Source: an optimization exercise on an open RTL-to-GDS flow (aim: small area, a short achievable clock period and few clock cycles per item). Production flows keep margins and buffers that such runs may drop. The RTL was checked by simulation tests, not by an equivalence proof against the original design. No activity file was given, so power comes from the tool's default toggle rates.

[flow/config.mk]
export PLATFORM = sky130hd
export DESIGN_NAME = pipelined_prime_sieve
export DESIGN_NICKNAME = pipelined_prime_sieve
export VERILOG_FILES = /design/flow/design.v
export SDC_FILE = /design/flow/constraint.sdc
export NUM_CORES = 4
export LEC_CHECK = 0
export CAP_MARGIN = 20
export CORE_MARGIN = 2
export CORE_UTILIZATION = 40
export SLEW_MARGIN = 20
[flow/run.sh]
#!/bin/bash
# synth_recipe.tcl (not shown) runs the flow's synth.tcl, then flattens the netlist and writes it again
# the make line also repeats each setting of config.mk as NAME=value (left out here)
make -C /OpenROAD-flow-scripts/flow DESIGN_CONFIG=/design/flow/config.mk WORK_HOME=/design/flow/orfs CLKGATE_MAP_FILE= SYNTH_SCRIPT=/design/flow/synth_recipe.tcl finish
[flow/constraint.sdc]
create_clock -name core_clock -period 7.0 [get_ports {clk_i}]
set_input_delay 1.4000 -clock core_clock [delete_from_list [all_inputs] [get_ports {clk_i}]]
set_output_delay 1.4000 -clock core_clock [all_outputs]
set_load 0.01 [all_outputs]
[flow/design.v]
package pps_pkg;
  localparam int NumStagesDef  = 16;
  localparam int ValueWidthDef = 16;
  localparam int ValueBits     = 16;
  typedef struct packed {
    logic alive;
    logic done;
  } pps_tok_t;
endpackage
module pps_cell #(
  parameter int VALUE_WIDTH = 16,
  parameter int BIT_W       = 4
) (
  input  logic                   clk_i,
  input  logic                   rst_ni,
  input  logic                   step_i,
  input  logic                   first_i,
  input  logic                   last_i,
  input  logic [BIT_W-1:0]       bit_idx_i,
  input  pps_pkg::pps_tok_t      tok_i,
  input  logic [VALUE_WIDTH-1:0] value_i,
  output pps_pkg::pps_tok_t      tok_o,
  output logic [VALUE_WIDTH-1:0] value_o,
  output logic                   filled_o
);
  pps_pkg::pps_tok_t               tok_q;
  logic [VALUE_WIDTH-1:0] value_q;
  logic [VALUE_WIDTH-1:0] prime_q;
  logic                   filled_q;
  logic [VALUE_WIDTH-1:0] rem_q, rem_d;
  logic [VALUE_WIDTH-1:0] rem_in;
  logic [VALUE_WIDTH:0]   trial;
  logic [VALUE_WIDTH:0]   trial_sub;
  logic                   drop;
  logic                   capture;
  always_comb begin
    rem_in    = first_i ? '0 : rem_q;
    trial     = {rem_in, value_q[bit_idx_i]};
    trial_sub = trial - {1'b0, prime_q};
    if (trial >= {1'b0, prime_q}) begin
      rem_d = trial_sub[VALUE_WIDTH-1:0];
    end else begin
      rem_d = trial[VALUE_WIDTH-1:0];
    end
    drop        = tok_q.alive && !tok_q.done && filled_q && (rem_d == '0);
    tok_o.alive = tok_q.alive && !drop;
    tok_o.done  = tok_q.done;
    capture     = tok_i.alive && !tok_i.done && !filled_q;
  end
  assign value_o  = value_q;
  assign filled_o = filled_q;
  always_ff @(posedge clk_i or negedge rst_ni) begin
    if (!rst_ni) begin
      tok_q    <= '0;
      filled_q <= 1'b0;
      prime_q  <= '0;
    end else if (step_i && last_i) begin
      tok_q.alive <= tok_i.alive;
      tok_q.done  <= tok_i.done || capture;
      if (capture) begin
        filled_q <= 1'b1;
        prime_q  <= value_i;
      end
    end
  end
  always_ff @(posedge clk_i) begin
    if (step_i) begin
      rem_q <= rem_d;
      if (last_i) begin
        value_q <= value_i;
      end
    end
  end
endmodule
module pipelined_prime_sieve #(
  parameter int NUM_STAGES  = pps_pkg::NumStagesDef,
  parameter int VALUE_WIDTH = pps_pkg::ValueWidthDef
) (
  input  logic                          clk_i,
  input  logic                          rst_ni,
  input  logic                          in_valid_i,
  output logic                          in_stall_o,
  input  logic [pps_pkg::ValueBits-1:0] in_value_i,
  output logic                          out_valid_o,
  input  logic                          out_stall_i,
  output logic [pps_pkg::ValueBits-1:0] out_prime_value_o,
  output logic                          out_overflow_o
);
  localparam int BitW = $clog2(VALUE_WIDTH);
  logic [BitW-1:0]        bit_idx_q, bit_idx_d;
  logic                   first, last;
  logic                   adv;
  logic                   emit;
  logic                   out_load;
  logic [VALUE_WIDTH-1:0] vin;
  logic [NUM_STAGES:0]    alive_chain;
  logic [NUM_STAGES:0]    done_chain;
  logic [NUM_STAGES:0][VALUE_WIDTH-1:0] val_chain;
  logic [NUM_STAGES-1:0]  filled_vec;
  logic                   out_valid_q;
  logic [pps_pkg::ValueBits-1:0]   out_value_q;
  logic                   out_ovf_q;
  assign first = (bit_idx_q == BitW'(VALUE_WIDTH - 1));
  assign last  = (bit_idx_q == '0);
  assign emit  = last && alive_chain[NUM_STAGES];
  assign adv   = !(emit && out_valid_q && out_stall_i);
  assign out_load   = emit && adv;
  assign in_stall_o = !(adv && last);
  assign vin                = VALUE_WIDTH'(in_value_i);
  assign alive_chain[0] = in_valid_i && (vin > VALUE_WIDTH'(1));
  assign done_chain[0]  = 1'b0;
  assign val_chain[0]       = vin;
  always_comb begin
    bit_idx_d = bit_idx_q;
    if (adv) begin
      bit_idx_d = last ? BitW'(VALUE_WIDTH - 1) : bit_idx_q - BitW'(1);
    end
  end
  always_ff @(posedge clk_i or negedge rst_ni) begin
    if (!rst_ni) begin
      bit_idx_q <= BitW'(VALUE_WIDTH - 1);
    end else begin
      bit_idx_q <= bit_idx_d;
    end
  end
  for (genvar g = 0; g < NUM_STAGES; g++) begin : g_cell
    pps_cell #(
      .VALUE_WIDTH (VALUE_WIDTH),
      .BIT_W       (BitW)
    ) u_cell (
      .clk_i     (clk_i),
      .rst_ni    (rst_ni),
      .step_i    (adv),
      .first_i   (first),
      .last_i    (last),
      .bit_idx_i (bit_idx_q),
      .tok_i     ({alive_chain[g], done_chain[g]}),
      .value_i   (val_chain[g]),
      .tok_o     ({alive_chain[g+1], done_chain[g+1]}),
      .value_o   (val_chain[g+1]),
      .filled_o  (filled_vec[g])
    );
  end
  always_ff @(posedge clk_i or negedge rst_ni) begin
    if (!rst_ni) begin
      out_valid_q <= 1'b0;
    end else if (out_load) begin
      out_valid_q <= 1'b1;
    end else if (!out_stall_i) begin
      out_valid_q <= 1'b0;
    end
  end
  always_ff @(posedge clk_i) begin
    if (out_load) begin
      out_value_q <= pps_pkg::ValueBits'(val_chain[NUM_STAGES]);
      out_ovf_q   <= !done_chain[NUM_STAGES];
    end
  end
  assign out_valid_o       = out_valid_q;
  assign out_prime_value_o = out_value_q;
  assign out_overflow_o    = out_ovf_q;
endmodule
==> notes.md <==
I/O pin cnt 39; Worst Setup Start Kind flip-flop; syn_area_per_cell 10.8 sq um; synth top area cells edfxtp_1 31%, dfrtp_1 15%, ha_1 6.4%; clock transition at the registers of the reported paths 0.06 ns; fin nets roughly 5k; worst path arrival time 5.19 ns; grt total ovfl 0; largest net degree at the start of global routing around 150; placed cells 6244; first-pass GRT wire length 204 mm; Detailed Route WL 129 mm; Net Count, Synth 4970; Multi-input gate area between 20000 and 25000 sq um; ys flop type edfxtp_1; max_slew headroom approximately a third; Syn Inst Count around 4.7k; endpoints failing hold 0; CTS Hold Bufs 0; via count 35.9k; fin. max-slew vios 0; Pwr Density 281 nW/um^2; Largest stage delay, worst path 0.80 ns; Port Buffer Count 38; class of the worst hold path reg -> reg; Clock Root Buffer clkbuf_16; ant diodes 0; Worst setup EP type primary output; sinks on the clock net 838; Die Height 360 microns; DRT Pass-1 Iters 7; fmax around 150 MHz; flops & latches, synth 838; post-route insts no fill 6422; Reg area about 24000 sq um; Yosys cell types 100; Die W 360 microns; final worst slack 0.405 ns; Leakage 23.9 nW; CTS tree done; fillers 11.7k; drt drc 0; Async SR Flop Fraction 36.9%; Post-synth EDFFs 529; vias in the first global route 35.1k; Clock Latency Late Sink 0.67 ns; Least-Margin Pin Slew 1.00 ns; Yosys top cell area share 31.4%; Slowest cell on crit path dfstp_4; Worst EP required 5.60 ns; Setup WS pre-CTS about 0.56 ns; share of cells above drive strength 1 between 10% and 20%; GP Congestion approximately 0.88; Critical path buffers and inverters 1; crit share post-route a little over nine tenths; Max Cap Viol 0; gr usage total between 10% and 20%; yosys warns 2; cell row count 130; via/cell ratio 5.60; Yosys top cell by area edfxtp_1; Final ANT Viol Nets 0; maximum vdd drop 0.172 mV; Area Growth Syn to Fin 10.9%; # H-tree levels 3; register area share after synthesis 46.7%; fin crit period around 6.6 ns; die area 129000 sq um; CP delay by family, top compound AO/OA/AOI/OAI gates; crit path max fanout 14; RSZ-0062 raised after global routing no; Cell Area, Synth 50600 sq um; core area 126000 sq um; Clock Path Buffers 3; most frequent cells in the layout 529 x edfxtp_1, 364 x nand2_1, 361 x inv_1, 305 x dfrtp_1, 257 x o21ai_0; Worst Setup Path Type reg -> out; Setup Skew 0.0217 ns; TritonCTS buffer count 94; dpl hpwl 94.0 mm; status no timing/DRC/antenna violations; CP cell instances mux2i_1, a221oi_1, nor2_1, o21a_1, ha_1, fa_1, nand2b_4, a21oi_2, mux2i_1, a2111oi_4, o221ai_2, or4b_4, a21oi_2, nand2_4, dlygate4sd2_1; final number of setup-violating endpoints 0; initial antenna violation count 1; most common cell after layout, fill and taps aside edfxtp_1; drt initial violations between 3k and 4k; Initial Util 40.3%; DR WL/cell 20.1 microns
## path summary, 6_finish.rpt
kind	from	to	slack, ns	depth (start not counted)
hold / removal	g_cell[7].u_cell.value_q[12]	g_cell[8].u_cell.value_q[12]	0.48	0
setup reg to reg	bit_idx_q[0]	g_cell[3].u_cell.prime_q[7]	0.73	16
setup / recovery	bit_idx_q[0]	in_stall_o	0.41	15
min in group asynchronous	rst_ni	g_cell[13].u_cell.prime_q[6]	0.71	1
max in group asynchronous	rst_ni	g_cell[3].u_cell.prime_q[5]	4.75	2
hold reg to reg	g_cell[7].u_cell.value_q[12]	g_cell[8].u_cell.value_q[12]	0.48	0
## power by group
group / internal, W / total [W] / switching [W]
clock network: 0.00283 / 0.00491 / 0.00208
registers: 0.00568 / 0.00579 / 0.000107
logic: 0.00210 / 0.00509 / 0.00299
total: 0.0106 / 0.0158 / 0.00518
## layer usage
metal	wire length (microns)	up-vias	global-route usage, %
met3	5680	169	2.12
met5	0	-	0
met1	62200	17600	29.0
met2	58100	809	30.7
li1	-	17400	-
met4	2920	0	4.91
## cells in the mapped netlist, drive strengths merged (46+ instances only)
| cell type | number |
|---|---|
| a21o | 84 |
| a21oi | 250 |
| a31oi | 48 |
| and2 | 230 |
| and3 | 47 |
| buf | 50 |
| clkbuf | 138 |
| dfrtp | 305 |
| edfxtp | 529 |
| ha | 259 |
| inv | 363 |
| mux2 | 316 |
| mux2i | 98 |
| nand2 | 365 |
| nand2b | 46 |
| nand3 | 85 |
| nand4 | 51 |
| nor2 | 209 |
| nor3 | 60 |
| nor4 | 62 |
| o21ai | 262 |
| xnor2 | 101 |
| xor2 | 80 |
## area by class of cell
type / count / share of cell area (%)
flip-flops and latches: 838 / 42.1
clock buffers: 142 / 5.01
repair buffers: 109 / 1.88
multi-input cells: 3286 / 44.4
inverters: 363 / 2.45
clock inverters: 34 / 0.464
well taps: 1650 / 3.68
## through the flow
stage | area (sq um) | hold slack [ns] | util, % | setup TNS (ns) | power [W]
2_1_floorplan | 50900 | 0.421 | - | -231.57 | 0.00969
4_1_cts | 56100 | 0.479 | 44.7 | 0 | 0.0159
5_1_grt | 56100 | 0.488 | 44.7 | 0 | 0.0167
3_3_place_gp | 53000 | 0.468 | 42.2 | 0 | 0.0109
6_report | 56100 | 0.476 | 44.7 | 0 | 0.0158
3_5_place_dp | 53000 | 0.461 | 42.2 | 0 | 0.0109
## flip-flops by register name, indices dropped and copies added (netlist names)
| signal | count |
|---|---|
| out_value_q | 16 |
| out_valid_q | 1 |
| g_cell.u_cell.prime_q | 256 |
| bit_idx_q | 4 |
| g_cell.u_cell.tok_q | 32 |
| g_cell.u_cell.value_q | 256 |
| g_cell.u_cell.rem_q | 256 |
| out_ovf_q | 1 |
| g_cell.u_cell.filled_q | 16 |
## kinds of logic (layout without fill, tap and decap cells)
family	after synthesis	after routing	synth area share (%)
mux	459	459	11.2
simple gates	1329	1329	13.9
flops	838	838	46.7
xor+xnor	181	181	3.13
compound gates	1042	1042	13.5
fa+ha+maj	275	275	7.04
buf+inv	551	648	4.43
## what timing repair did
item                                   4_1_cts  5_1_grt
buffers inserted                             0        1
endpoints found under the hold margin        0        0
gates resized for setup                      1        0
pin swaps                                    0        0
setup endpoints to repair                    1        1
Testbench counts, summed over its fixed seeds: cycles 51,328, items 3,080.

## separate check: timing with driven ports
Ports are ideal in the flow. The routed layout listed here was re-timed in OpenROAD.
Step 1 assumes that a clkbuf_16 drives the clock port and a buf_2 every other input.
Step 2 moves the port delays by t, midway between the first and last clock arrival at a register: inputs arrive t later, outputs are due t later. That takes back most of the time a late clock gives input paths.
Three values: ideal, step 1, step 2; two values: the first two.
shift t [ns]: 0.725
setup slack, ns: 0.405 / 0.338 / 0.734
hold slack, ns: 0.476 / 0.476 / 0.476
clock arrival spread, ns: 0.022 / 0.022
worst slew at a driven data input, ns: 0.05
After both steps this run still meets setup and hold. For this run, drivers alone change the setup slack by -0.067 ns; drivers and shift together by +0.329 ns.
